Source: an optimization exercise on an open RTL-to-GDS flow (aim: small area and a short achievable clock period). Production flows keep margins and buffers that such runs may drop.
RTL that was checked went through simulation tests only; none was proved equivalent to the original.
Function not checked in run 2: the RTL went through the layout flow alone.

## flow/design.v (module list and top-level ports; edited modules follow where they fit)
// module sprite_addr_gen: 2358 lines
module sprite_addr_gen #(
  parameter  int N_SPRITES = 4,
  parameter  int COORD_W   = 10,
  parameter  int ADDR_W    = 20,
  parameter  int FRAME_W   = 4,
  parameter  int ANIM_DIV  = 8,
  localparam int ID_W      = (N_SPRITES > 1) ? $clog2(N_SPRITES) : 1
) (
  input  logic                           frame_Clk,
  input  logic                           Reset,
  input  logic [COORD_W-1:0]             DrawX,
  input  logic [COORD_W-1:0]             DrawY,
  input  logic                           vsync_tick,
  input  logic [N_SPRITES-1:0]           anim_enable,
  input  logic [N_SPRITES-1:0]           anim_restart,
  input  logic [N_SPRITES-1:0]           sprite_flip,
  input  logic [N_SPRITES*COORD_W-1:0]   sprite_X,
  input  logic [N_SPRITES*COORD_W-1:0]   sprite_Y,
  input  logic [N_SPRITES*COORD_W-1:0]   sprite_W,
  input  logic [N_SPRITES*COORD_W-1:0]   sprite_H,
  input  logic [N_SPRITES*ADDR_W-1:0]    base_addr,
  input  logic [N_SPRITES*FRAME_W-1:0]   frame_count,
  output logic                           sprite_on,
  output logic [ID_W-1:0]                sprite_id,
  output logic [ADDR_W-1:0]              spriteAddress,
  output logic [N_SPRITES*FRAME_W-1:0]   frame_idx
);
  // ...
==> flow/flow/run.sh <==
#!/bin/bash
# Layout flow: the standard.sh with two changes.
#  1. After the standard synthesis, flow/faflip.py removes inverters around full-adder
#     cells by flipping adder polarity (a full adder is self-dual), then the synthesis
#     database is rebuilt from that netlist. Registers and their names are untouched.
#  2. The port buffers placement inserts on every input and output are
#     sky130_fd_sc_hd__buf_1 instead of the tool's default pick (clkdlybuf4s50_1).
# Each step's full output goes to its own log in this folder; ORFS's per-step logs stay
# under orfs/logs/.
set -euo pipefail
R=orfs/results/${FLOW_PLATFORM}/sprite_addr_gen/base
bash standard.sh synth > synth.log 2>&1
cp $R/1_2_yosys.v 1_2_yosys.standard.v
python3 flow/faflip.py 1_2_yosys.standard.v $R/1_2_yosys.v > faflip.log 2>&1
rm -f $R/1_synth.odb $R/1_synth.sdc
bash standard.sh synth > synth_odb.log 2>&1
bash standard.sh BUFFER_PORTS_ARGS="-buffer_cell sky130_fd_sc_hd__buf_1" finish > layout.log 2>&1
==> flow/flow/faflip.py <==
#!/usr/bin/env python3
"""Remove inverters around full-adder cells by flipping adder polarity.

A full adder is self-dual: FA(~a, ~b, ~c) = (~sum, ~cout). Flipping an adder cell
means feeding it the complement of each input and complementing each output; where
an input already comes through an inverter, or an output already feeds inverters,
those inverters drop out. Adders are flipped greedily while the inverter count falls.

usage: faflip.py IN.v OUT.v   (a flat gate-level netlist as Yosys writes it)
"""
import re
import sys
from collections import defaultdict

INV = re.compile(r'sky130_fd_sc_hd__(inv|clkinv)_\d+$')
FA = re.compile(r'sky130_fd_sc_hd__fa_\d+$')
OUTPINS = {'X', 'Y', 'Q', 'Q_N', 'SUM', 'COUT', 'HI', 'LO'}


def parse(text):
    m = re.search(r'\bmodule\s+(\w+)\s*\((.*?)\);(.*)\bendmodule', text, re.S)
    name, ports, body = m.group(1), m.group(2), m.group(3)
    stmts = [s.strip() for s in body.split(';')]
    decls, assigns, cells = [], [], []
    for s in stmts:
        if not s:
            continue
        if re.match(r'(input|output|inout|wire)\b', s):
            decls.append(s)
        elif s.startswith('assign'):
            assigns.append(s)
        else:
            c = re.match(r'(\S+)\s+(\S+)\s*\((.*)\)\s*$', s, re.S)
            if not c:
                raise SystemExit('cannot parse: ' + s[:80])
            pins = {p: n.strip() for p, n in re.findall(r'\.(\w+)\(([^()]*)\)', c.group(3))}
            cells.append([c.group(1), c.group(2), pins])
    return name, ports, decls, assigns, cells


def main():
    src, dst = sys.argv[1], sys.argv[2]
    name, ports, decls, assigns, cells = parse(open(src).read())
    fixed = set()
    for d in decls:
        if re.match(r'(input|output|inout)\b', d):
            for nm in re.findall(r'(\w+)\s*$', d):
                fixed.add(nm)
    for a in assigns:
        for tok in re.findall(r'[\\\w$.\[\]]+', a[len('assign'):]):
            fixed.add(tok)

    def base(n):
        return n.split('[')[0].strip()

    def is_fixed(n):
        return n in fixed or base(n) in fixed or n.startswith("1'b")

    nid = [0]

    def newnet():
        nid[0] += 1
        return f'faflip_n{nid[0]}'

    live = {}  # cell name -> cell
    for c in cells:
        live[c[1]] = c
    drv = {}
    loads = defaultdict(set)  # net -> set of (cellname, pin)

    def index():
        drv.clear()
        loads.clear()
        for cn, (t, _, pins) in live.items():
            for p, n in pins.items():
                if p in OUTPINS:
                    drv[n] = cn
                else:
                    loads[n].add((cn, p))

    index()
    inv_type = next((c[0] for c in cells if INV.match(c[0])), 'sky130_fd_sc_hd__inv_1')
    ninv0 = sum(1 for c in live.values() if INV.match(c[0]))
    new_wires = []

    def inv_of(net):
        """an existing inverter whose input is net"""
        for cn, p in loads.get(net, ()):
            if INV.match(live[cn][0]) and p == 'A':
                return cn
        return None

    def delta(fa):
        """change in inverter count if fa is flipped (estimate)"""
        t, _, pins = live[fa]
        d = 0
        for p in ('A', 'B', 'CIN'):
            n = pins[p]
            dc = drv.get(n)
            if dc and INV.match(live[dc][0]):
                # bypass; the inverter dies if fa was its only load (counting other pins of fa)
                others = [x for x in loads[n] if x[0] != fa]
                if not others:
                    d -= 1
            else:
                if not inv_of(n):
                    d += 1
        for p in ('SUM', 'COUT'):
            o = pins[p]
            ls = loads.get(o, set())
            invs = [cn for cn, q in ls if INV.match(live[cn][0])]
            non = [x for x in ls if not INV.match(live[x[0]][0])]
            d -= len(invs)
            if non or is_fixed(o):
                d += 1
        return d

    def flip(fa):
        t, _, pins = live[fa]
        for p in ('A', 'B', 'CIN'):
            n = pins[p]
            dc = drv.get(n)
            if dc and INV.match(live[dc][0]):
                src_ = live[dc][2]['A']
                pins[p] = src_
                loads[n].discard((fa, p))
                loads[src_].add((fa, p))
                if not loads[n] and not is_fixed(n):
                    # inverter now unused
                    del live[dc]
                    loads[src_].discard((dc, 'A'))
                    del drv[n]
            else:
                ic = inv_of(n)
                if ic:
                    nn = live[ic][2]['Y']
                else:
                    nn = newnet()
                    new_wires.append(nn)
                    ic = f'faflip_i{nid[0]}'
                    live[ic] = [inv_type, ic, {'A': n, 'Y': nn}]
                    loads[n].add((ic, 'A'))
                    drv[nn] = ic
                loads[n].discard((fa, p))
                pins[p] = nn
                loads[nn].add((fa, p))
        for p in ('SUM', 'COUT'):
            o = pins[p]
            ls = list(loads.get(o, set()))
            on = newnet()
            new_wires.append(on)
            pins[p] = on
            drv[on] = fa
            del drv[o]
            invs = [cn for cn, q in ls if INV.match(live[cn][0])]
            non = [x for x in ls if not INV.match(live[x[0]][0])]
            for ic in invs:
                y = live[ic][2]['Y']
                if is_fixed(y):
                    # keep the inverter's output net: drive it with a buffer-free rename is not
                    # possible, so keep the inverter chain (double inversion) -- rare
                    live[ic][2]['A'] = on
                    loads[o].discard((ic, 'A'))
                    loads[on].add((ic, 'A'))
                    # ic now outputs ~on = o (wrong polarity for y): fix with another inverter
                    y2 = newnet(); new_wires.append(y2)
                    live[ic][2]['Y'] = y2
                    del drv[y]
                    drv[y2] = ic
                    jc = f'faflip_i{nid[0]}'
                    live[jc] = [inv_type, jc, {'A': y2, 'Y': y}]
                    drv[y] = jc
                    loads[y2].add((jc, 'A'))
                    continue
                # loads of y see ~o = on: move them to on
                for x in list(loads.get(y, ())):
                    c2 = live[x[0]]
                    c2[2][x[1]] = on
                    loads[on].add(x)
                loads.pop(y, None)
                del drv[y]
                del live[ic]
                loads[o].discard((ic, 'A'))
            if non or is_fixed(o):
                ic = f'faflip_i{nid[0]}o{p}'
                live[ic] = [inv_type, ic, {'A': on, 'Y': o}]
                drv[o] = ic
                loads[on].add((ic, 'A'))

    changed = True
    rounds = 0
    while changed and rounds < 20:
        changed = False
        rounds += 1
        for cn in list(live):
            if cn in live and FA.match(live[cn][0]) and delta(cn) < 0:
                flip(cn)
                changed = True
    ninv1 = sum(1 for c in live.values() if INV.match(c[0]))
    out = [f'module {name}({ports});']
    for d in decls:
        out.append(f'  {d} ;')
    for w in new_wires:
        out.append(f'  wire {w};')
    for a in assigns:
        out.append(f'  {a} ;')
    for cn, (t, nm, pins) in live.items():
        pl = ', '.join(f'.{p}({n} )' for p, n in pins.items())
        out.append(f'  {t} {nm} ({pl});')
    out.append('endmodule')
    open(dst, 'w').write('\n'.join(out) + '\n')
    print(f'faflip: inverters {ninv0} -> {ninv1}, rounds {rounds}', file=sys.stderr)


if __name__ == '__main__':
    main()
==> flow/standard.sh <==
#!/bin/bash
# synth_recipe.tcl (not shown) runs the flow's synth.tcl, then flattens the netlist and writes it again
# the make line also repeats each setting of config.mk as NAME=value (left out here)
make -C /OpenROAD-flow-scripts/flow DESIGN_CONFIG=/design/flow/config.mk WORK_HOME=/design/flow/orfs CLKGATE_MAP_FILE= SYNTH_SCRIPT=/design/flow/synth_recipe.tcl "${@:-finish}"
==> flow/config.mk <==
export PLATFORM = sky130hd
export DESIGN_NAME = sprite_addr_gen
export DESIGN_NICKNAME = sprite_addr_gen
export VERILOG_FILES = /design/flow/design.v
export SDC_FILE = /design/flow/constraint.sdc
export NUM_CORES = 4
export LEC_CHECK = 0
export ABC_AREA = 1
export CAP_MARGIN = 20
export CORE_MARGIN = 2
export CORE_UTILIZATION = 40
export SETUP_SLACK_MARGIN = 2
export SLEW_MARGIN = 20
export TNS_END_PERCENT = 10
==> flow/constraint.sdc <==
create_clock -name core_clock -period 12.0 [get_ports {frame_Clk}]
set_input_delay 2.4000 -clock core_clock [delete_from_list [all_inputs] [get_ports {frame_Clk}]]
set_output_delay 2.4000 -clock core_clock [all_outputs]
set_load 0.01 [all_outputs]
==> metrics.md, run 1 <==
| Metric | Value |
|---|---|
| Crit path capture type | `flip-flop` |
| Final Util | `between 50% and 60%` |
| CTS tree | `built` |
| CP most frequent cell | `nand2_1` |
| Routability cong. | `0.933` |
| Design Area, Final | `approximately 18000 sq um` |
| WL met1 | `between 20000 and 25000 um` |
| Fin nets | `slightly below 3000` |
| Layout Skew | `slightly above 7 ps` |
| Root buffer cell | `clkbuf_16` |
| Reg2Reg Depth | `31` |
| Ys Warns | `1` |
| GRT met2 Usage | `just over 50%` |
| Antenna violations before repair | `0` |
| CP arrival | `10960 ps` |
| Status | `timing/DRC/antenna clean` |
| Register share of the cell area | `between 4 and 5%` |
| Initial DRC Count | `between 700 and 800` |
| Via-to-Cell Ratio | `5.35` |
| CTS clk-pin slew, worst paths | `about 60 ps` |
| Hold WS | `470 ps` |
| Largest register FFs | `20` |
| Buffers added on ports | `around 330` |
| Num CTS Buffers | `5` |
| Post-CTS Setup Inserts | `43` |
| Pre-CTS setup slack | `283 ps` |
| Row count | `67` |
| Biggest Area Class | `multi-input combinational cells` |
| Fmax | `92.9 MHz` |
| Vias in the first global route | `15000` |
| Critical path's slowest cell | `fa_2` |
| Met2 WL | `approximately 25000 um` |
| Dpl cells | `2730` |
| Met3 WL | `slightly below 3000 um` |
| Clock Path Buffers | `2` |
==> run 2: changes to the inputs <==
--- a/flow/design.v
+++ b/flow/design.v
@@ -53,61 +53,61 @@
       if (Reset || anim_restart[i]) begin
         frame_q[i*FRAME_W +: FRAME_W] <= '0;
       end else if (advance && anim_enable[i]) begin
         frame_q[i*FRAME_W +: FRAME_W] <= (frame_inc >= {1'b0, eff_count}) ? '0 : frame_inc[FRAME_W-1:0];
       end
     end
   end
   assign frame_idx = frame_q;
-  wire n0 = ~sprite_X[0];
-  wire n1 = ~sprite_X[1];
-  wire n2 = ~sprite_X[2];
-  wire n3 = ~sprite_X[3];
-  wire n4 = ~sprite_X[4];
-  wire n5 = ~sprite_X[5];
-  wire n6 = ~sprite_X[6];
-  wire n7 = ~sprite_X[7];
-  wire n8 = ~sprite_X[8];
-  wire n9 = ~sprite_X[9];
-  wire n10 = DrawX[0] & n0;
-  wire n11 = DrawX[1] & n1;
-  wire n12 = DrawX[2] & n2;
-  wire n13 = DrawX[3] & n3;
-  wire n14 = DrawX[4] & n4;
-  wire n15 = DrawX[5] & n5;
-  wire n16 = DrawX[6] & n6;
-  wire n17 = DrawX[7] & n7;
-  wire n18 = DrawX[8] & n8;
-  wire n19 = DrawX[9] & n9;
-  wire n20 = DrawX[0] | n0;
-  wire n21 = DrawX[1] | n1;
-  wire n22 = DrawX[2] | n2;
-  wire n23 = DrawX[3] | n3;
-  wire n24 = DrawX[4] | n4;
-  wire n25 = DrawX[5] | n5;
-  wire n26 = DrawX[6] | n6;
-  wire n27 = DrawX[7] | n7;
-  wire n28 = DrawX[8] | n8;
-  wire n29 = DrawX[9] | n9;
-  wire n30 = n10 | (n20 & 1'b1);
-  wire n31 = n11 | (n21 & n30);
-  wire n32 = n13 | (n23 & n12);
-  wire n33 = n23 & n22;
-  wire n34 = n15 | (n25 & n14);
-  wire n35 = n25 & n24;
-  wire n36 = n17 | (n27 & n16);
-  wire n37 = n27 & n26;
-  wire n38 = n19 | (n29 & n18);
-  wire n39 = n29 & n28;
-  wire n40 = n32 | (n33 & n31);
-  wire n41 = n36 | (n37 & n34);
-  wire n42 = n37 & n35;
-  wire n43 = n41 | (n42 & n40);
-  wire n44 = n38 | (n39 & n43);
+  wire n0 = ~DrawX[0];
+  wire n1 = ~DrawX[1];
+  wire n2 = ~DrawX[2];
+  wire n3 = ~DrawX[3];
+  wire n4 = ~DrawX[4];
+  wire n5 = ~DrawX[5];
+  wire n6 = ~DrawX[6];
+  wire n7 = ~DrawX[7];
+  wire n8 = ~DrawX[8];
+  wire n9 = ~DrawX[9];
+  wire n10 = sprite_X[0] & n0;
+  wire n11 = sprite_X[1] & n1;
+  wire n12 = sprite_X[2] & n2;
+  wire n13 = sprite_X[3] & n3;
+  wire n14 = sprite_X[4] & n4;
+  wire n15 = sprite_X[5] & n5;
+  wire n16 = sprite_X[6] & n6;
+  wire n17 = sprite_X[7] & n7;
+  wire n18 = sprite_X[8] & n8;
+  wire n19 = sprite_X[9] & n9;
+  wire n20 = sprite_X[0] | n0;
+  wire n21 = sprite_X[1] | n1;
+  wire n22 = sprite_X[2] | n2;
+  wire n23 = sprite_X[3] | n3;
+  wire n24 = sprite_X[4] | n4;
+  wire n25 = sprite_X[5] | n5;
+  wire n26 = sprite_X[6] | n6;
+  wire n27 = sprite_X[7] | n7;
+  wire n28 = sprite_X[8] | n8;
+  wire n29 = sprite_X[9] | n9;
+  wire n30 = n11 | (n21 & n10);
+  wire n31 = n13 | (n23 & n12);
+  wire n32 = n23 & n22;
+  wire n33 = n15 | (n25 & n14);
+  wire n34 = n25 & n24;
+  wire n35 = n17 | (n27 & n16);
+  wire n36 = n27 & n26;
+  wire n37 = n19 | (n29 & n18);
+  wire n38 = n29 & n28;
+  wire n39 = n31 | (n32 & n30);
+  wire n40 = n35 | (n36 & n33);
+  wire n41 = n36 & n34;
+  wire n42 = n40 | (n41 & n39);
+  wire n43 = n37 | (n38 & n42);
+  wire n44 = ~n43;
   wire n45 = ~DrawX[0];
   wire n46 = sprite_X[0] ^ sprite_W[0] ^ n45;
   wire n47 = (sprite_X[0] & sprite_W[0]) | (sprite_X[0] & n45) | (sprite_W[0] & n45);
   wire n48 = ~DrawX[1];
   wire n49 = sprite_X[1] ^ sprite_W[1] ^ n48;
   wire n50 = (sprite_X[1] & sprite_W[1]) | (sprite_X[1] & n48) | (sprite_W[1] & n48);
   wire n51 = ~DrawX[2];
   wire n52 = sprite_X[2] ^ sprite_W[2] ^ n51;
@@ -160,61 +160,61 @@
   wire n99 = n83 | (n92 & n82);
   wire n100 = n92 & n91;
   wire n101 = n93 | (n94 & n75);
   wire n102 = n97 | (n98 & n95);
   wire n103 = n98 & n96;
   wire n104 = n102 | (n103 & n101);
   wire n105 = n99 | (n100 & n104);
   wire n106 = n74 | n105;
-  wire n107 = ~sprite_Y[0];
-  wire n108 = ~sprite_Y[1];
-  wire n109 = ~sprite_Y[2];
-  wire n110 = ~sprite_Y[3];
-  wire n111 = ~sprite_Y[4];
-  wire n112 = ~sprite_Y[5];
-  wire n113 = ~sprite_Y[6];
-  wire n114 = ~sprite_Y[7];
-  wire n115 = ~sprite_Y[8];
-  wire n116 = ~sprite_Y[9];
-  wire n117 = DrawY[0] & n107;
-  wire n118 = DrawY[1] & n108;
-  wire n119 = DrawY[2] & n109;
-  wire n120 = DrawY[3] & n110;
-  wire n121 = DrawY[4] & n111;
-  wire n122 = DrawY[5] & n112;
-  wire n123 = DrawY[6] & n113;
-  wire n124 = DrawY[7] & n114;
-  wire n125 = DrawY[8] & n115;
-  wire n126 = DrawY[9] & n116;
-  wire n127 = DrawY[0] | n107;
-  wire n128 = DrawY[1] | n108;
-  wire n129 = DrawY[2] | n109;
-  wire n130 = DrawY[3] | n110;
-  wire n131 = DrawY[4] | n111;
-  wire n132 = DrawY[5] | n112;
-  wire n133 = DrawY[6] | n113;
-  wire n134 = DrawY[7] | n114;
-  wire n135 = DrawY[8] | n115;
-  wire n136 = DrawY[9] | n116;
-  wire n137 = n117 | (n127 & 1'b1);
-  wire n138 = n118 | (n128 & n137);
-  wire n139 = n120 | (n130 & n119);
-  wire n140 = n130 & n129;
-  wire n141 = n122 | (n132 & n121);
-  wire n142 = n132 & n131;
-  wire n143 = n124 | (n134 & n123);
-  wire n144 = n134 & n133;
-  wire n145 = n126 | (n136 & n125);
-  wire n146 = n136 & n135;
-  wire n147 = n139 | (n140 & n138);
-  wire n148 = n143 | (n144 & n141);
-  wire n149 = n144 & n142;
-  wire n150 = n148 | (n149 & n147);
-  wire n151 = n145 | (n146 & n150);
+  wire n107 = ~DrawY[0];
+  wire n108 = ~DrawY[1];
+  wire n109 = ~DrawY[2];
+  wire n110 = ~DrawY[3];
+  wire n111 = ~DrawY[4];
+  wire n112 = ~DrawY[5];
+  wire n113 = ~DrawY[6];
+  wire n114 = ~DrawY[7];
+  wire n115 = ~DrawY[8];
+  wire n116 = ~DrawY[9];
+  wire n117 = sprite_Y[0] & n107;
+  wire n118 = sprite_Y[1] & n108;
+  wire n119 = sprite_Y[2] & n109;
+  wire n120 = sprite_Y[3] & n110;
+  wire n121 = sprite_Y[4] & n111;
+  wire n122 = sprite_Y[5] & n112;
+  wire n123 = sprite_Y[6] & n113;
+  wire n124 = sprite_Y[7] & n114;
+  wire n125 = sprite_Y[8] & n115;
+  wire n126 = sprite_Y[9] & n116;
+  wire n127 = sprite_Y[0] | n107;
+  wire n128 = sprite_Y[1] | n108;
+  wire n129 = sprite_Y[2] | n109;
+  wire n130 = sprite_Y[3] | n110;
+  wire n131 = sprite_Y[4] | n111;
+  wire n132 = sprite_Y[5] | n112;
+  wire n133 = sprite_Y[6] | n113;
+  wire n134 = sprite_Y[7] | n114;
+  wire n135 = sprite_Y[8] | n115;
+  wire n136 = sprite_Y[9] | n116;
+  wire n137 = n118 | (n128 & n117);
+  wire n138 = n120 | (n130 & n119);
+  wire n139 = n130 & n129;
+  wire n140 = n122 | (n132 & n121);
+  wire n141 = n132 & n131;
+  wire n142 = n124 | (n134 & n123);
+  wire n143 = n134 & n133;
+  wire n144 = n126 | (n136 & n125);
+  wire n145 = n136 & n135;
+  wire n146 = n138 | (n139 & n137);
+  wire n147 = n142 | (n143 & n140);
+  wire n148 = n143 & n141;
+  wire n149 = n147 | (n148 & n146);
+  wire n150 = n144 | (n145 & n149);
+  wire n151 = ~n150;
   wire n152 = ~DrawY[0];
   wire n153 = sprite_Y[0] ^ sprite_H[0] ^ n152;
   wire n154 = (sprite_Y[0] & sprite_H[0]) | (sprite_Y[0] & n152) | (sprite_H[0] & n152);
   wire n155 = ~DrawY[1];
   wire n156 = sprite_Y[1] ^ sprite_H[1] ^ n155;
   wire n157 = (sprite_Y[1] & sprite_H[1]) | (sprite_Y[1] & n155) | (sprite_H[1] & n155);
   wire n158 = ~DrawY[2];
   wire n159 = sprite_Y[2] ^ sprite_H[2] ^ n158;
@@ -270,61 +270,61 @@
   wire n209 = n204 | (n205 & n202);
   wire n210 = n205 & n203;
   wire n211 = n209 | (n210 & n208);
   wire n212 = n206 | (n207 & n211);
   wire n213 = n181 | n212;
   wire n214 = n44 & n106;
   wire n215 = n214 & n151;
   wire n216 = n215 & n213;
-  wire n217 = ~sprite_X[10];
-  wire n218 = ~sprite_X[11];
-  wire n219 = ~sprite_X[12];
-  wire n220 = ~sprite_X[13];
-  wire n221 = ~sprite_X[14];
-  wire n222 = ~sprite_X[15];
-  wire n223 = ~sprite_X[16];
-  wire n224 = ~sprite_X[17];
-  wire n225 = ~sprite_X[18];
-  wire n226 = ~sprite_X[19];
-  wire n227 = DrawX[0] & n217;
-  wire n228 = DrawX[1] & n218;
-  wire n229 = DrawX[2] & n219;
-  wire n230 = DrawX[3] & n220;
-  wire n231 = DrawX[4] & n221;
-  wire n232 = DrawX[5] & n222;
-  wire n233 = DrawX[6] & n223;
-  wire n234 = DrawX[7] & n224;
-  wire n235 = DrawX[8] & n225;
-  wire n236 = DrawX[9] & n226;
-  wire n237 = DrawX[0] | n217;
-  wire n238 = DrawX[1] | n218;
-  wire n239 = DrawX[2] | n219;
-  wire n240 = DrawX[3] | n220;
-  wire n241 = DrawX[4] | n221;
-  wire n242 = DrawX[5] | n222;
-  wire n243 = DrawX[6] | n223;
-  wire n244 = DrawX[7] | n224;
-  wire n245 = DrawX[8] | n225;
-  wire n246 = DrawX[9] | n226;
-  wire n247 = n227 | (n237 & 1'b1);
-  wire n248 = n228 | (n238 & n247);
-  wire n249 = n230 | (n240 & n229);
-  wire n250 = n240 & n239;
-  wire n251 = n232 | (n242 & n231);
-  wire n252 = n242 & n241;
-  wire n253 = n234 | (n244 & n233);
-  wire n254 = n244 & n243;
-  wire n255 = n236 | (n246 & n235);
-  wire n256 = n246 & n245;
-  wire n257 = n249 | (n250 & n248);
-  wire n258 = n253 | (n254 & n251);
-  wire n259 = n254 & n252;
-  wire n260 = n258 | (n259 & n257);
-  wire n261 = n255 | (n256 & n260);
+  wire n217 = ~DrawX[0];
+  wire n218 = ~DrawX[1];
+  wire n219 = ~DrawX[2];
+  wire n220 = ~DrawX[3];
+  wire n221 = ~DrawX[4];
+  wire n222 = ~DrawX[5];
+  wire n223 = ~DrawX[6];
+  wire n224 = ~DrawX[7];
+  wire n225 = ~DrawX[8];
+  wire n226 = ~DrawX[9];
+  wire n227 = sprite_X[10] & n217;
+  wire n228 = sprite_X[11] & n218;
+  wire n229 = sprite_X[12] & n219;
+  wire n230 = sprite_X[13] & n220;
+  wire n231 = sprite_X[14] & n221;
+  wire n232 = sprite_X[15] & n222;
+  wire n233 = sprite_X[16] & n223;
+  wire n234 = sprite_X[17] & n224;
+  wire n235 = sprite_X[18] & n225;
+  wire n236 = sprite_X[19] & n226;
+  wire n237 = sprite_X[10] | n217;
+  wire n238 = sprite_X[11] | n218;
+  wire n239 = sprite_X[12] | n219;
+  wire n240 = sprite_X[13] | n220;
+  wire n241 = sprite_X[14] | n221;
+  wire n242 = sprite_X[15] | n222;
+  wire n243 = sprite_X[16] | n223;
+  wire n244 = sprite_X[17] | n224;
+  wire n245 = sprite_X[18] | n225;
+  wire n246 = sprite_X[19] | n226;
+  wire n247 = n228 | (n238 & n227);
+  wire n248 = n230 | (n240 & n229);
+  wire n249 = n240 & n239;
+  wire n250 = n232 | (n242 & n231);
+  wire n251 = n242 & n241;
+  wire n252 = n234 | (n244 & n233);
+  wire n253 = n244 & n243;
+  wire n254 = n236 | (n246 & n235);
+  wire n255 = n246 & n245;
+  wire n256 = n248 | (n249 & n247);
+  wire n257 = n252 | (n253 & n250);
+  wire n258 = n253 & n251;
+  wire n259 = n257 | (n258 & n256);
+  wire n260 = n254 | (n255 & n259);
+  wire n261 = ~n260;
   wire n262 = ~DrawX[0];
   wire n263 = sprite_X[10] ^ sprite_W[10] ^ n262;
   wire n264 = (sprite_X[10] & sprite_W[10]) | (sprite_X[10] & n262) | (sprite_W[10] & n262);
   wire n265 = ~DrawX[1];
   wire n266 = sprite_X[11] ^ sprite_W[11] ^ n265;
   wire n267 = (sprite_X[11] & sprite_W[11]) | (sprite_X[11] & n265) | (sprite_W[11] & n265);
   wire n268 = ~DrawX[2];
   wire n269 = sprite_X[12] ^ sprite_W[12] ^ n268;
@@ -377,61 +377,61 @@
   wire n316 = n300 | (n309 & n299);
   wire n317 = n309 & n308;
   wire n318 = n310 | (n311 & n292);
   wire n319 = n314 | (n315 & n312);
   wire n320 = n315 & n313;
   wire n321 = n319 | (n320 & n318);
   wire n322 = n316 | (n317 & n321);
   wire n323 = n291 | n322;
-  wire n324 = ~sprite_Y[10];
-  wire n325 = ~sprite_Y[11];
-  wire n326 = ~sprite_Y[12];
-  wire n327 = ~sprite_Y[13];
-  wire n328 = ~sprite_Y[14];
-  wire n329 = ~sprite_Y[15];
-  wire n330 = ~sprite_Y[16];
-  wire n331 = ~sprite_Y[17];
-  wire n332 = ~sprite_Y[18];
-  wire n333 = ~sprite_Y[19];
-  wire n334 = DrawY[0] & n324;
-  wire n335 = DrawY[1] & n325;
-  wire n336 = DrawY[2] & n326;
-  wire n337 = DrawY[3] & n327;
-  wire n338 = DrawY[4] & n328;
-  wire n339 = DrawY[5] & n329;
-  wire n340 = DrawY[6] & n330;
-  wire n341 = DrawY[7] & n331;
-  wire n342 = DrawY[8] & n332;
-  wire n343 = DrawY[9] & n333;
-  wire n344 = DrawY[0] | n324;
-  wire n345 = DrawY[1] | n325;
-  wire n346 = DrawY[2] | n326;
-  wire n347 = DrawY[3] | n327;
-  wire n348 = DrawY[4] | n328;
-  wire n349 = DrawY[5] | n329;
-  wire n350 = DrawY[6] | n330;
-  wire n351 = DrawY[7] | n331;
-  wire n352 = DrawY[8] | n332;
-  wire n353 = DrawY[9] | n333;
-  wire n354 = n334 | (n344 & 1'b1);
-  wire n355 = n335 | (n345 & n354);
-  wire n356 = n337 | (n347 & n336);
-  wire n357 = n347 & n346;
-  wire n358 = n339 | (n349 & n338);
-  wire n359 = n349 & n348;
-  wire n360 = n341 | (n351 & n340);
-  wire n361 = n351 & n350;
-  wire n362 = n343 | (n353 & n342);
-  wire n363 = n353 & n352;
-  wire n364 = n356 | (n357 & n355);
-  wire n365 = n360 | (n361 & n358);
-  wire n366 = n361 & n359;
-  wire n367 = n365 | (n366 & n364);
-  wire n368 = n362 | (n363 & n367);
+  wire n324 = ~DrawY[0];
+  wire n325 = ~DrawY[1];
+  wire n326 = ~DrawY[2];
+  wire n327 = ~DrawY[3];
+  wire n328 = ~DrawY[4];
+  wire n329 = ~DrawY[5];
+  wire n330 = ~DrawY[6];
+  wire n331 = ~DrawY[7];
+  wire n332 = ~DrawY[8];
+  wire n333 = ~DrawY[9];
+  wire n334 = sprite_Y[10] & n324;
+  wire n335 = sprite_Y[11] & n325;
+  wire n336 = sprite_Y[12] & n326;
+  wire n337 = sprite_Y[13] & n327;
+  wire n338 = sprite_Y[14] & n328;
+  wire n339 = sprite_Y[15] & n329;
+  wire n340 = sprite_Y[16] & n330;
+  wire n341 = sprite_Y[17] & n331;
+  wire n342 = sprite_Y[18] & n332;
+  wire n343 = sprite_Y[19] & n333;
+  wire n344 = sprite_Y[10] | n324;
+  wire n345 = sprite_Y[11] | n325;
+  wire n346 = sprite_Y[12] | n326;
+  wire n347 = sprite_Y[13] | n327;
+  wire n348 = sprite_Y[14] | n328;
+  wire n349 = sprite_Y[15] | n329;
+  wire n350 = sprite_Y[16] | n330;
+  wire n351 = sprite_Y[17] | n331;
+  wire n352 = sprite_Y[18] | n332;
+  wire n353 = sprite_Y[19] | n333;
+  wire n354 = n335 | (n345 & n334);
+  wire n355 = n337 | (n347 & n336);
+  wire n356 = n347 & n346;
+  wire n357 = n339 | (n349 & n338);
+  wire n358 = n349 & n348;
+  wire n359 = n341 | (n351 & n340);
+  wire n360 = n351 & n350;
+  wire n361 = n343 | (n353 & n342);
+  wire n362 = n353 & n352;
+  wire n363 = n355 | (n356 & n354);
+  wire n364 = n359 | (n360 & n357);
+  wire n365 = n360 & n358;
+  wire n366 = n364 | (n365 & n363);
+  wire n367 = n361 | (n362 & n366);
+  wire n368 = ~n367;
   wire n369 = ~DrawY[0];
   wire n370 = sprite_Y[10] ^ sprite_H[10] ^ n369;
   wire n371 = (sprite_Y[10] & sprite_H[10]) | (sprite_Y[10] & n369) | (sprite_H[10] & n369);
   wire n372 = ~DrawY[1];
   wire n373 = sprite_Y[11] ^ sprite_H[11] ^ n372;
   wire n374 = (sprite_Y[11] & sprite_H[11]) | (sprite_Y[11] & n372) | (sprite_H[11] & n372);
   wire n375 = ~DrawY[2];
   wire n376 = sprite_Y[12] ^ sprite_H[12] ^ n375;
@@ -487,61 +487,61 @@
   wire n426 = n421 | (n422 & n419);
   wire n427 = n422 & n420;
   wire n428 = n426 | (n427 & n425);
   wire n429 = n423 | (n424 & n428);
   wire n430 = n398 | n429;
   wire n431 = n261 & n323;
   wire n432 = n431 & n368;
   wire n433 = n432 & n430;
-  wire n434 = ~sprite_X[20];
-  wire n435 = ~sprite_X[21];
-  wire n436 = ~sprite_X[22];
-  wire n437 = ~sprite_X[23];
-  wire n438 = ~sprite_X[24];
-  wire n439 = ~sprite_X[25];
-  wire n440 = ~sprite_X[26];
-  wire n441 = ~sprite_X[27];
-  wire n442 = ~sprite_X[28];
-  wire n443 = ~sprite_X[29];
-  wire n444 = DrawX[0] & n434;
-  wire n445 = DrawX[1] & n435;
-  wire n446 = DrawX[2] & n436;
-  wire n447 = DrawX[3] & n437;
-  wire n448 = DrawX[4] & n438;
-  wire n449 = DrawX[5] & n439;
-  wire n450 = DrawX[6] & n440;
-  wire n451 = DrawX[7] & n441;
-  wire n452 = DrawX[8] & n442;
-  wire n453 = DrawX[9] & n443;
-  wire n454 = DrawX[0] | n434;
-  wire n455 = DrawX[1] | n435;
-  wire n456 = DrawX[2] | n436;
-  wire n457 = DrawX[3] | n437;
-  wire n458 = DrawX[4] | n438;
-  wire n459 = DrawX[5] | n439;
-  wire n460 = DrawX[6] | n440;
-  wire n461 = DrawX[7] | n441;
-  wire n462 = DrawX[8] | n442;
-  wire n463 = DrawX[9] | n443;
-  wire n464 = n444 | (n454 & 1'b1);
-  wire n465 = n445 | (n455 & n464);
-  wire n466 = n447 | (n457 & n446);
-  wire n467 = n457 & n456;
-  wire n468 = n449 | (n459 & n448);
-  wire n469 = n459 & n458;
-  wire n470 = n451 | (n461 & n450);
-  wire n471 = n461 & n460;
-  wire n472 = n453 | (n463 & n452);
-  wire n473 = n463 & n462;
-  wire n474 = n466 | (n467 & n465);
-  wire n475 = n470 | (n471 & n468);
-  wire n476 = n471 & n469;
-  wire n477 = n475 | (n476 & n474);
-  wire n478 = n472 | (n473 & n477);
+  wire n434 = ~DrawX[0];
+  wire n435 = ~DrawX[1];
+  wire n436 = ~DrawX[2];
+  wire n437 = ~DrawX[3];
+  wire n438 = ~DrawX[4];
+  wire n439 = ~DrawX[5];
+  wire n440 = ~DrawX[6];
+  wire n441 = ~DrawX[7];
+  wire n442 = ~DrawX[8];
+  wire n443 = ~DrawX[9];
+  wire n444 = sprite_X[20] & n434;
+  wire n445 = sprite_X[21] & n435;
+  wire n446 = sprite_X[22] & n436;
+  wire n447 = sprite_X[23] & n437;
+  wire n448 = sprite_X[24] & n438;
+  wire n449 = sprite_X[25] & n439;
+  wire n450 = sprite_X[26] & n440;
+  wire n451 = sprite_X[27] & n441;
+  wire n452 = sprite_X[28] & n442;
+  wire n453 = sprite_X[29] & n443;
+  wire n454 = sprite_X[20] | n434;
+  wire n455 = sprite_X[21] | n435;
+  wire n456 = sprite_X[22] | n436;
+  wire n457 = sprite_X[23] | n437;
+  wire n458 = sprite_X[24] | n438;
+  wire n459 = sprite_X[25] | n439;
+  wire n460 = sprite_X[26] | n440;
+  wire n461 = sprite_X[27] | n441;
+  wire n462 = sprite_X[28] | n442;
+  wire n463 = sprite_X[29] | n443;
+  wire n464 = n445 | (n455 & n444);
+  wire n465 = n447 | (n457 & n446);
+  wire n466 = n457 & n456;
+  wire n467 = n449 | (n459 & n448);
+  wire n468 = n459 & n458;
+  wire n469 = n451 | (n461 & n450);
+  wire n470 = n461 & n460;
+  wire n471 = n453 | (n463 & n452);
+  wire n472 = n463 & n462;
+  wire n473 = n465 | (n466 & n464);
+  wire n474 = n469 | (n470 & n467);
+  wire n475 = n470 & n468;
+  wire n476 = n474 | (n475 & n473);
+  wire n477 = n471 | (n472 & n476);
+  wire n478 = ~n477;
   wire n479 = ~DrawX[0];
   wire n480 = sprite_X[20] ^ sprite_W[20] ^ n479;
   wire n481 = (sprite_X[20] & sprite_W[20]) | (sprite_X[20] & n479) | (sprite_W[20] & n479);
   wire n482 = ~DrawX[1];
   wire n483 = sprite_X[21] ^ sprite_W[21] ^ n482;
   wire n484 = (sprite_X[21] & sprite_W[21]) | (sprite_X[21] & n482) | (sprite_W[21] & n482);
   wire n485 = ~DrawX[2];
   wire n486 = sprite_X[22] ^ sprite_W[22] ^ n485;
@@ -594,61 +594,61 @@
   wire n533 = n517 | (n526 & n516);
   wire n534 = n526 & n525;
   wire n535 = n527 | (n528 & n509);
   wire n536 = n531 | (n532 & n529);
   wire n537 = n532 & n530;
   wire n538 = n536 | (n537 & n535);
   wire n539 = n533 | (n534 & n538);
   wire n540 = n508 | n539;
-  wire n541 = ~sprite_Y[20];
-  wire n542 = ~sprite_Y[21];
-  wire n543 = ~sprite_Y[22];
-  wire n544 = ~sprite_Y[23];
-  wire n545 = ~sprite_Y[24];
-  wire n546 = ~sprite_Y[25];
-  wire n547 = ~sprite_Y[26];
-  wire n548 = ~sprite_Y[27];
-  wire n549 = ~sprite_Y[28];
-  wire n550 = ~sprite_Y[29];
-  wire n551 = DrawY[0] & n541;
-  wire n552 = DrawY[1] & n542;
-  wire n553 = DrawY[2] & n543;
-  wire n554 = DrawY[3] & n544;
-  wire n555 = DrawY[4] & n545;
-  wire n556 = DrawY[5] & n546;
-  wire n557 = DrawY[6] & n547;
-  wire n558 = DrawY[7] & n548;
-  wire n559 = DrawY[8] & n549;
-  wire n560 = DrawY[9] & n550;
-  wire n561 = DrawY[0] | n541;
-  wire n562 = DrawY[1] | n542;
-  wire n563 = DrawY[2] | n543;
-  wire n564 = DrawY[3] | n544;
-  wire n565 = DrawY[4] | n545;
-  wire n566 = DrawY[5] | n546;
-  wire n567 = DrawY[6] | n547;
-  wire n568 = DrawY[7] | n548;
-  wire n569 = DrawY[8] | n549;
-  wire n570 = DrawY[9] | n550;
-  wire n571 = n551 | (n561 & 1'b1);
-  wire n572 = n552 | (n562 & n571);
-  wire n573 = n554 | (n564 & n553);
-  wire n574 = n564 & n563;
-  wire n575 = n556 | (n566 & n555);
-  wire n576 = n566 & n565;
-  wire n577 = n558 | (n568 & n557);
-  wire n578 = n568 & n567;
-  wire n579 = n560 | (n570 & n559);
-  wire n580 = n570 & n569;
-  wire n581 = n573 | (n574 & n572);
-  wire n582 = n577 | (n578 & n575);
-  wire n583 = n578 & n576;
-  wire n584 = n582 | (n583 & n581);
-  wire n585 = n579 | (n580 & n584);
+  wire n541 = ~DrawY[0];
+  wire n542 = ~DrawY[1];
+  wire n543 = ~DrawY[2];
+  wire n544 = ~DrawY[3];
+  wire n545 = ~DrawY[4];
+  wire n546 = ~DrawY[5];
+  wire n547 = ~DrawY[6];
+  wire n548 = ~DrawY[7];
+  wire n549 = ~DrawY[8];
+  wire n550 = ~DrawY[9];
+  wire n551 = sprite_Y[20] & n541;
+  wire n552 = sprite_Y[21] & n542;
+  wire n553 = sprite_Y[22] & n543;
+  wire n554 = sprite_Y[23] & n544;
+  wire n555 = sprite_Y[24] & n545;
+  wire n556 = sprite_Y[25] & n546;
+  wire n557 = sprite_Y[26] & n547;
+  wire n558 = sprite_Y[27] & n548;
+  wire n559 = sprite_Y[28] & n549;
+  wire n560 = sprite_Y[29] & n550;
+  wire n561 = sprite_Y[20] | n541;
+  wire n562 = sprite_Y[21] | n542;
+  wire n563 = sprite_Y[22] | n543;
+  wire n564 = sprite_Y[23] | n544;
+  wire n565 = sprite_Y[24] | n545;
+  wire n566 = sprite_Y[25] | n546;
+  wire n567 = sprite_Y[26] | n547;
+  wire n568 = sprite_Y[27] | n548;
+  wire n569 = sprite_Y[28] | n549;
+  wire n570 = sprite_Y[29] | n550;
+  wire n571 = n552 | (n562 & n551);
+  wire n572 = n554 | (n564 & n553);
+  wire n573 = n564 & n563;
+  wire n574 = n556 | (n566 & n555);
+  wire n575 = n566 & n565;
+  wire n576 = n558 | (n568 & n557);
+  wire n577 = n568 & n567;
+  wire n578 = n560 | (n570 & n559);
+  wire n579 = n570 & n569;
+  wire n580 = n572 | (n573 & n571);
+  wire n581 = n576 | (n577 & n574);
+  wire n582 = n577 & n575;
+  wire n583 = n581 | (n582 & n580);
+  wire n584 = n578 | (n579 & n583);
+  wire n585 = ~n584;
   wire n586 = ~DrawY[0];
   wire n587 = sprite_Y[20] ^ sprite_H[20] ^ n586;
   wire n588 = (sprite_Y[20] & sprite_H[20]) | (sprite_Y[20] & n586) | (sprite_H[20] & n586);
   wire n589 = ~DrawY[1];
   wire n590 = sprite_Y[21] ^ sprite_H[21] ^ n589;
   wire n591 = (sprite_Y[21] & sprite_H[21]) | (sprite_Y[21] & n589) | (sprite_H[21] & n589);
   wire n592 = ~DrawY[2];
   wire n593 = sprite_Y[22] ^ sprite_H[22] ^ n592;
@@ -704,61 +704,61 @@
   wire n643 = n638 | (n639 & n636);
   wire n644 = n639 & n637;
   wire n645 = n643 | (n644 & n642);
   wire n646 = n640 | (n641 & n645);
   wire n647 = n615 | n646;
   wire n648 = n478 & n540;
   wire n649 = n648 & n585;
   wire n650 = n649 & n647;
-  wire n651 = ~sprite_X[30];
-  wire n652 = ~sprite_X[31];
-  wire n653 = ~sprite_X[32];
-  wire n654 = ~sprite_X[33];
-  wire n655 = ~sprite_X[34];
-  wire n656 = ~sprite_X[35];
-  wire n657 = ~sprite_X[36];
-  wire n658 = ~sprite_X[37];
-  wire n659 = ~sprite_X[38];
-  wire n660 = ~sprite_X[39];
-  wire n661 = DrawX[0] & n651;
-  wire n662 = DrawX[1] & n652;
-  wire n663 = DrawX[2] & n653;
-  wire n664 = DrawX[3] & n654;
-  wire n665 = DrawX[4] & n655;
-  wire n666 = DrawX[5] & n656;
-  wire n667 = DrawX[6] & n657;
-  wire n668 = DrawX[7] & n658;
-  wire n669 = DrawX[8] & n659;
-  wire n670 = DrawX[9] & n660;
-  wire n671 = DrawX[0] | n651;
-  wire n672 = DrawX[1] | n652;
-  wire n673 = DrawX[2] | n653;
-  wire n674 = DrawX[3] | n654;
-  wire n675 = DrawX[4] | n655;
-  wire n676 = DrawX[5] | n656;
-  wire n677 = DrawX[6] | n657;
-  wire n678 = DrawX[7] | n658;
-  wire n679 = DrawX[8] | n659;
-  wire n680 = DrawX[9] | n660;
-  wire n681 = n661 | (n671 & 1'b1);
-  wire n682 = n662 | (n672 & n681);
-  wire n683 = n664 | (n674 & n663);
-  wire n684 = n674 & n673;
-  wire n685 = n666 | (n676 & n665);
-  wire n686 = n676 & n675;
-  wire n687 = n668 | (n678 & n667);
-  wire n688 = n678 & n677;
-  wire n689 = n670 | (n680 & n669);
-  wire n690 = n680 & n679;
-  wire n691 = n683 | (n684 & n682);
-  wire n692 = n687 | (n688 & n685);
-  wire n693 = n688 & n686;
-  wire n694 = n692 | (n693 & n691);
-  wire n695 = n689 | (n690 & n694);
+  wire n651 = ~DrawX[0];
+  wire n652 = ~DrawX[1];
+  wire n653 = ~DrawX[2];
+  wire n654 = ~DrawX[3];
+  wire n655 = ~DrawX[4];
+  wire n656 = ~DrawX[5];
+  wire n657 = ~DrawX[6];
+  wire n658 = ~DrawX[7];
+  wire n659 = ~DrawX[8];
+  wire n660 = ~DrawX[9];
+  wire n661 = sprite_X[30] & n651;
+  wire n662 = sprite_X[31] & n652;
+  wire n663 = sprite_X[32] & n653;
+  wire n664 = sprite_X[33] & n654;
+  wire n665 = sprite_X[34] & n655;
+  wire n666 = sprite_X[35] & n656;
+  wire n667 = sprite_X[36] & n657;
+  wire n668 = sprite_X[37] & n658;
+  wire n669 = sprite_X[38] & n659;
+  wire n670 = sprite_X[39] & n660;
+  wire n671 = sprite_X[30] | n651;
+  wire n672 = sprite_X[31] | n652;
+  wire n673 = sprite_X[32] | n653;
+  wire n674 = sprite_X[33] | n654;
+  wire n675 = sprite_X[34] | n655;
+  wire n676 = sprite_X[35] | n656;
+  wire n677 = sprite_X[36] | n657;
+  wire n678 = sprite_X[37] | n658;
+  wire n679 = sprite_X[38] | n659;
+  wire n680 = sprite_X[39] | n660;
+  wire n681 = n662 | (n672 & n661);
+  wire n682 = n664 | (n674 & n663);
+  wire n683 = n674 & n673;
+  wire n684 = n666 | (n676 & n665);
+  wire n685 = n676 & n675;
+  wire n686 = n668 | (n678 & n667);
+  wire n687 = n678 & n677;
+  wire n688 = n670 | (n680 & n669);
+  wire n689 = n680 & n679;
+  wire n690 = n682 | (n683 & n681);
+  wire n691 = n686 | (n687 & n684);
+  wire n692 = n687 & n685;
+  wire n693 = n691 | (n692 & n690);
+  wire n694 = n688 | (n689 & n693);
+  wire n695 = ~n694;
   wire n696 = ~DrawX[0];
   wire n697 = sprite_X[30] ^ sprite_W[30] ^ n696;
   wire n698 = (sprite_X[30] & sprite_W[30]) | (sprite_X[30] & n696) | (sprite_W[30] & n696);
   wire n699 = ~DrawX[1];
   wire n700 = sprite_X[31] ^ sprite_W[31] ^ n699;
   wire n701 = (sprite_X[31] & sprite_W[31]) | (sprite_X[31] & n699) | (sprite_W[31] & n699);
   wire n702 = ~DrawX[2];
   wire n703 = sprite_X[32] ^ sprite_W[32] ^ n702;
@@ -811,61 +811,61 @@
   wire n750 = n734 | (n743 & n733);
   wire n751 = n743 & n742;
   wire n752 = n744 | (n745 & n726);
   wire n753 = n748 | (n749 & n746);
   wire n754 = n749 & n747;
   wire n755 = n753 | (n754 & n752);
   wire n756 = n750 | (n751 & n755);
   wire n757 = n725 | n756;
-  wire n758 = ~sprite_Y[30];
-  wire n759 = ~sprite_Y[31];
-  wire n760 = ~sprite_Y[32];
-  wire n761 = ~sprite_Y[33];
-  wire n762 = ~sprite_Y[34];
-  wire n763 = ~sprite_Y[35];
-  wire n764 = ~sprite_Y[36];
-  wire n765 = ~sprite_Y[37];
-  wire n766 = ~sprite_Y[38];
-  wire n767 = ~sprite_Y[39];
-  wire n768 = DrawY[0] & n758;
-  wire n769 = DrawY[1] & n759;
-  wire n770 = DrawY[2] & n760;
-  wire n771 = DrawY[3] & n761;
-  wire n772 = DrawY[4] & n762;
-  wire n773 = DrawY[5] & n763;
-  wire n774 = DrawY[6] & n764;
-  wire n775 = DrawY[7] & n765;
-  wire n776 = DrawY[8] & n766;
-  wire n777 = DrawY[9] & n767;
-  wire n778 = DrawY[0] | n758;
-  wire n779 = DrawY[1] | n759;
-  wire n780 = DrawY[2] | n760;
-  wire n781 = DrawY[3] | n761;
-  wire n782 = DrawY[4] | n762;
-  wire n783 = DrawY[5] | n763;
-  wire n784 = DrawY[6] | n764;
-  wire n785 = DrawY[7] | n765;
-  wire n786 = DrawY[8] | n766;
-  wire n787 = DrawY[9] | n767;
-  wire n788 = n768 | (n778 & 1'b1);
-  wire n789 = n769 | (n779 & n788);
-  wire n790 = n771 | (n781 & n770);
-  wire n791 = n781 & n780;
-  wire n792 = n773 | (n783 & n772);
-  wire n793 = n783 & n782;
-  wire n794 = n775 | (n785 & n774);
-  wire n795 = n785 & n784;
-  wire n796 = n777 | (n787 & n776);
-  wire n797 = n787 & n786;
-  wire n798 = n790 | (n791 & n789);
-  wire n799 = n794 | (n795 & n792);
-  wire n800 = n795 & n793;
-  wire n801 = n799 | (n800 & n798);
-  wire n802 = n796 | (n797 & n801);
+  wire n758 = ~DrawY[0];
+  wire n759 = ~DrawY[1];
+  wire n760 = ~DrawY[2];
+  wire n761 = ~DrawY[3];
+  wire n762 = ~DrawY[4];
+  wire n763 = ~DrawY[5];
+  wire n764 = ~DrawY[6];
+  wire n765 = ~DrawY[7];
+  wire n766 = ~DrawY[8];
+  wire n767 = ~DrawY[9];
+  wire n768 = sprite_Y[30] & n758;
+  wire n769 = sprite_Y[31] & n759;
+  wire n770 = sprite_Y[32] & n760;
+  wire n771 = sprite_Y[33] & n761;
+  wire n772 = sprite_Y[34] & n762;
+  wire n773 = sprite_Y[35] & n763;
+  wire n774 = sprite_Y[36] & n764;
+  wire n775 = sprite_Y[37] & n765;
+  wire n776 = sprite_Y[38] & n766;
+  wire n777 = sprite_Y[39] & n767;
+  wire n778 = sprite_Y[30] | n758;
+  wire n779 = sprite_Y[31] | n759;
+  wire n780 = sprite_Y[32] | n760;
+  wire n781 = sprite_Y[33] | n761;
+  wire n782 = sprite_Y[34] | n762;
+  wire n783 = sprite_Y[35] | n763;
+  wire n784 = sprite_Y[36] | n764;
+  wire n785 = sprite_Y[37] | n765;
+  wire n786 = sprite_Y[38] | n766;
+  wire n787 = sprite_Y[39] | n767;
+  wire n788 = n769 | (n779 & n768);
+  wire n789 = n771 | (n781 & n770);
+  wire n790 = n781 & n780;
+  wire n791 = n773 | (n783 & n772);
+  wire n792 = n783 & n782;
+  wire n793 = n775 | (n785 & n774);
+  wire n794 = n785 & n784;
+  wire n795 = n777 | (n787 & n776);
+  wire n796 = n787 & n786;
+  wire n797 = n789 | (n790 & n788);
+  wire n798 = n793 | (n794 & n791);
+  wire n799 = n794 & n792;
+  wire n800 = n798 | (n799 & n797);
+  wire n801 = n795 | (n796 & n800);
+  wire n802 = ~n801;
   wire n803 = ~DrawY[0];
   wire n804 = sprite_Y[30] ^ sprite_H[30] ^ n803;
   wire n805 = (sprite_Y[30] & sprite_H[30]) | (sprite_Y[30] & n803) | (sprite_H[30] & n803);
   wire n806 = ~DrawY[1];
   wire n807 = sprite_Y[31] ^ sprite_H[31] ^ n806;
   wire n808 = (sprite_Y[31] & sprite_H[31]) | (sprite_Y[31] & n806) | (sprite_H[31] & n806);
   wire n809 = ~DrawY[2];
   wire n810 = sprite_Y[32] ^ sprite_H[32] ^ n809;
==> flow/flow/run.sh (replaced) <==
#!/bin/bash
# Standard ORFS layout (the standard.sh, standard synthesis unchanged), except that the
# port buffers that placement inserts on every input and output use sky130_fd_sc_hd__buf_1
# instead of the tool's default pick (clkdlybuf4s50_1, a slow delay cell).
# Each make step's full output goes to its own log in this folder; ORFS's per-step logs stay
# under orfs/logs/.
set -euo pipefail
bash standard.sh synth > synth.log 2>&1
bash standard.sh BUFFER_PORTS_ARGS="-buffer_cell sky130_fd_sc_hd__buf_1" finish > layout.log 2>&1
removed: flow/flow/faflip.py
==> run 2 against run 1 <==
Net effect:
- maximum frequency fell by 2.5%
- worst hold slack better by 9.1 ps
- register-to-register slack worse by 140 ps
- sequential share of layout area fell by 0.070 points
- flip-flop and latch count did not move
- synthesized area is 1.2% higher
- largest cell class unchanged
- utilization shrank 0.25 points
==> metrics.md, run 2 <==
| Metric | Value |
|---|---|
| Ys flop type | `dfxtp_1` |
| Post-synth top area share | `28.5%` |
| Ys Warns | `1 (unchanged)` |
| Synth unique cells | `57` |
| GRT met2 Usage | `50.2% (-0.85 points)` |
| Critical path's slowest cell | `fa_2` |
| Clock Path Buffers | `2 (unchanged)` |
| Post-synth EDFFs | `0` |
| Detailed-route DRC error count | `0` |
| CP most frequent cell | `fa_1` |
| Fin nets | `2948 (+0.86%)` |
| Most frequent cells in the layout | `nand2_1, buf_1, inv_1` |
| Sequential area share after synthesis | `approximately 6.1%` |
| DP HPWL | `approximately 42000 um` |
| Minimum clock period | `11050 ps` |
| Clock latency reported for the late side of the worst-skew pair | `~290 ps` |
| H-tree depth | `2` |
| Reg2Reg Depth | `40 (+29%)` |
| Routability cong. | `0.926 (-0.83%)` |
| Final antenna-violating net count | `0` |
| Largest register FFs | `20 (unchanged)` |
| Total congestion overflow | `0` |
| Mapped Cells | `~2000` |
| Core ar. | `34400 sq um` |
| Syn Nets | `between 2000 and 3000` |
| Worst r2r src | `frame_q[8]` |
| Most common library cells after synthesis | `nand2_1, inv_1, fa_1, o21ai_0, nor2_1` |
| RSZ-0062 raised after global routing | `true` |
| Top-count cell post-synth | `nand2_1` |
| Initial DRC Count | `883 (+11%)` |
| Synth area leader | `fa_1` |
| Row count | `68 (+1.5%)` |
| Total routed wirelength | `between 50000 and 60000 um` |
| Least-Margin Pin Slew | `981 ps` |
| Setup slack, reg-to-reg | `about 4600 ps` |
| CTS tree | `built` |
| Antenna violations before repair | `1 (+1)` |
| Root buffer cell | `clkbuf_16` |
| CTS clk-pin slew, worst paths | `60 ps (about the same)` |
| Layout Skew | `6.03 ps (-1.06 ps)` |
| Die Y | `190 um` |
| Reg with most FFs | `spriteAddress` |
| Hold Path Sink | `div_cnt[2]` |
| GRT Max-Usage Layer | `met2` |
| Max cap viols | `0` |
| Final Util | `52.1% (-0.25 points)` |
| Routed vias | `15200` |
| Avg Inst Size Synth | `roughly 7.1 sq um` |
| Largest stage delay on the critical path | `590 ps` |
| CP max FO | `6` |
| Die ar. | `36200 sq um` |
| CP arrival | `11230 ps (+270 ps)` |
| Largest net degree at the start of global routing | `37` |
| Crit path capture type | `flip-flop` |
| Routed length per instance | `approximately 18 um` |
| Buffers added on ports | `329 (unchanged)` |
| Fmax | `90.5 MHz (-2.5%)` |
| Io pins | `330` |
| HP Class | `reg2reg` |
| Via-to-Cell Ratio | `5.35 (about the same)` |
| Largest regs | `spriteAddress x20, frame_q x16, div_cnt x3` |
| Vias in the first global route | `15100 (+0.85%)` |
| Total track usage | `28.5%` |
| Fill cells | `3482` |
| Required time worst endpoint | `~12000 ps` |
| Number of hold violations in the final report | `0` |
| Starting Density | `roughly 40%` |
| Clock sinks | `42` |
| Fin crit share | `between 90 and 100%` |
| Startpoint class of the critical path | `input pin` |
| Commonest non-fill, non-tap cell in the layout | `nand2_1` |
| Hold path start | `div_cnt[2]` |
| Setup CP Type | `in2reg` |
| Worst Hold Depth | `2` |
| Final number of max-transition violations | `0` |
| Hold Buf Count CTS | `0` |
| Share of cells above drive strength 1 | `~17%` |
| GRT met3 Usage | `2.69%` |
| Grt met1 use | `roughly 37%` |
| Setup TNS | `0 ps` |
| Synthesized area | `13900 sq um` |
| Flops & latches, synth | `42` |
| Die W | `between 150 and 200 um` |
| Post-synthesis async set-or-reset flop share | `0%` |
| # setup viols final | `0` |
| R2r endpoint | `spriteAddress[19]` |
| Global-route wire length before repair | `80800 um` |
| 1st-pass router iterations | `5` |
| Ranking of synthesized cells by area | `fa_1, nand2_1, inv_1` |
| Status | `timing/DRC/antenna clean` |
| Layout area overhead | `29.0%` |
| Rel. slew slack | `around 35%` |
| Num CTS Buffers | `5 (unchanged)` |
run 2: metrics by stage:
stage / cells / instance area, sq um / worst slack, ps / hold slack (ps)
floorplan: 1970 / 14200 / 1580 / 446
global placement: 2741 / 16000 / 94.9 / 457
detailed placement: 2741 / 16000 / -68.1 / 471
CTS: 2818 / 17400 / 1250 / 479
global route: 2847 / 17900 / 592 / 504
finish: 2849 / 17900 / 954 / 479
run 2: cells by family after synthesis:
logic type	after synthesis	synth area share [%]
buf+inv	403	11.3
mux	2	0.324
compound gates	438	20.0
flops	42	6.05
fa+ha+maj	266	34.7
simple gates	736	22.5
xor+xnor	83	5.23
run 2: worst max-delay path by stage:
| stage | from | end | slack (ps) |
|---|---|---|---|
| 2_1_floorplan | DrawX[4] | spriteAddress[19] | 1580 |
| 4_1_cts | sprite_H[23] | spriteAddress[19] | 1250 |
| 3_5_place_dp | DrawX[4] | spriteAddress[19] | -70 |
| 6_report | DrawX[4] | spriteAddress[19] | 950 |
| 3_3_place_gp | DrawX[4] | spriteAddress[19] | 90 |
| 5_1_grt | DrawX[8] | spriteAddress[19] | 590 |
run 2: layer usage:
layer	share of wire, %	wire (um)
met5	0.021	11
met4	3.5	1820
met3	6.6	3460
met2	48	25300
met1	41	21700
run 2: worst max-delay path: cells and delay by family:
family / cells / cell delay, ps
buffers and inverters: 14 / 1280
and+or+nand+nor: 14 / 1410
adders and majority gates: 12 / 4920
AOI/OAI and AO/OA: 7 / 1180
run 2: cell type report:
type / count / area, sq um / share of cell area (%)
well taps: 455 / 569 / 3.18
multi-input cells: 1525 / 12300 / 68.6
clock inverters: 2 / 12.5 / 0.0698
inverters: 349 / 1410 / 7.85
clock buffers: 6 / 139 / 0.775
diodes: 2 / 5.00 / 0.0279
repair inverters: 2 / 20.0 / 0.112
repair buffers: 466 / 2630 / 14.7
flip-flops and latches: 42 / 841 / 4.69
run 2: timing repair:
action	CTS	global route
gates cloned	6	0
endpoints found under the setup margin	12	13
gates resized for setup	160	66
pin swaps	66	67
buffers inserted	63	29

[static timing again, ports no longer ideal]
The results above use ideal ports. As a check the final layouts listed here were re-extracted and re-timed, cells and wires unchanged. Step 1: set_driving_cell puts a clkbuf_16 on frame_Clk and a buf_2 on each other input, an assumption about the parent block. Step 2, shift: input delay + t, output delay - t, t = (earliest + latest rising clock arrival at the registers) / 2. This alone moves slack from input paths to output paths. Slacks: ideal / step 1 / step 2; pairs: ideal / step 1.
run	shift t [ns]	setup WS [ns]	hold slack, ns	pins driven straight from the clock port
run 1	0.309	1.234 / 1.235 / 0.925	0.470 / 0.470 / 0.470	1
run 2	0.321	0.954 / 0.919 / 0.598	0.479 / 0.479 / 0.479	1
After both steps every run listed still meets setup and hold. The setup slack of run 2, which loses most, moves by -0.035 ns with the drivers and by -0.356 ns with both steps.
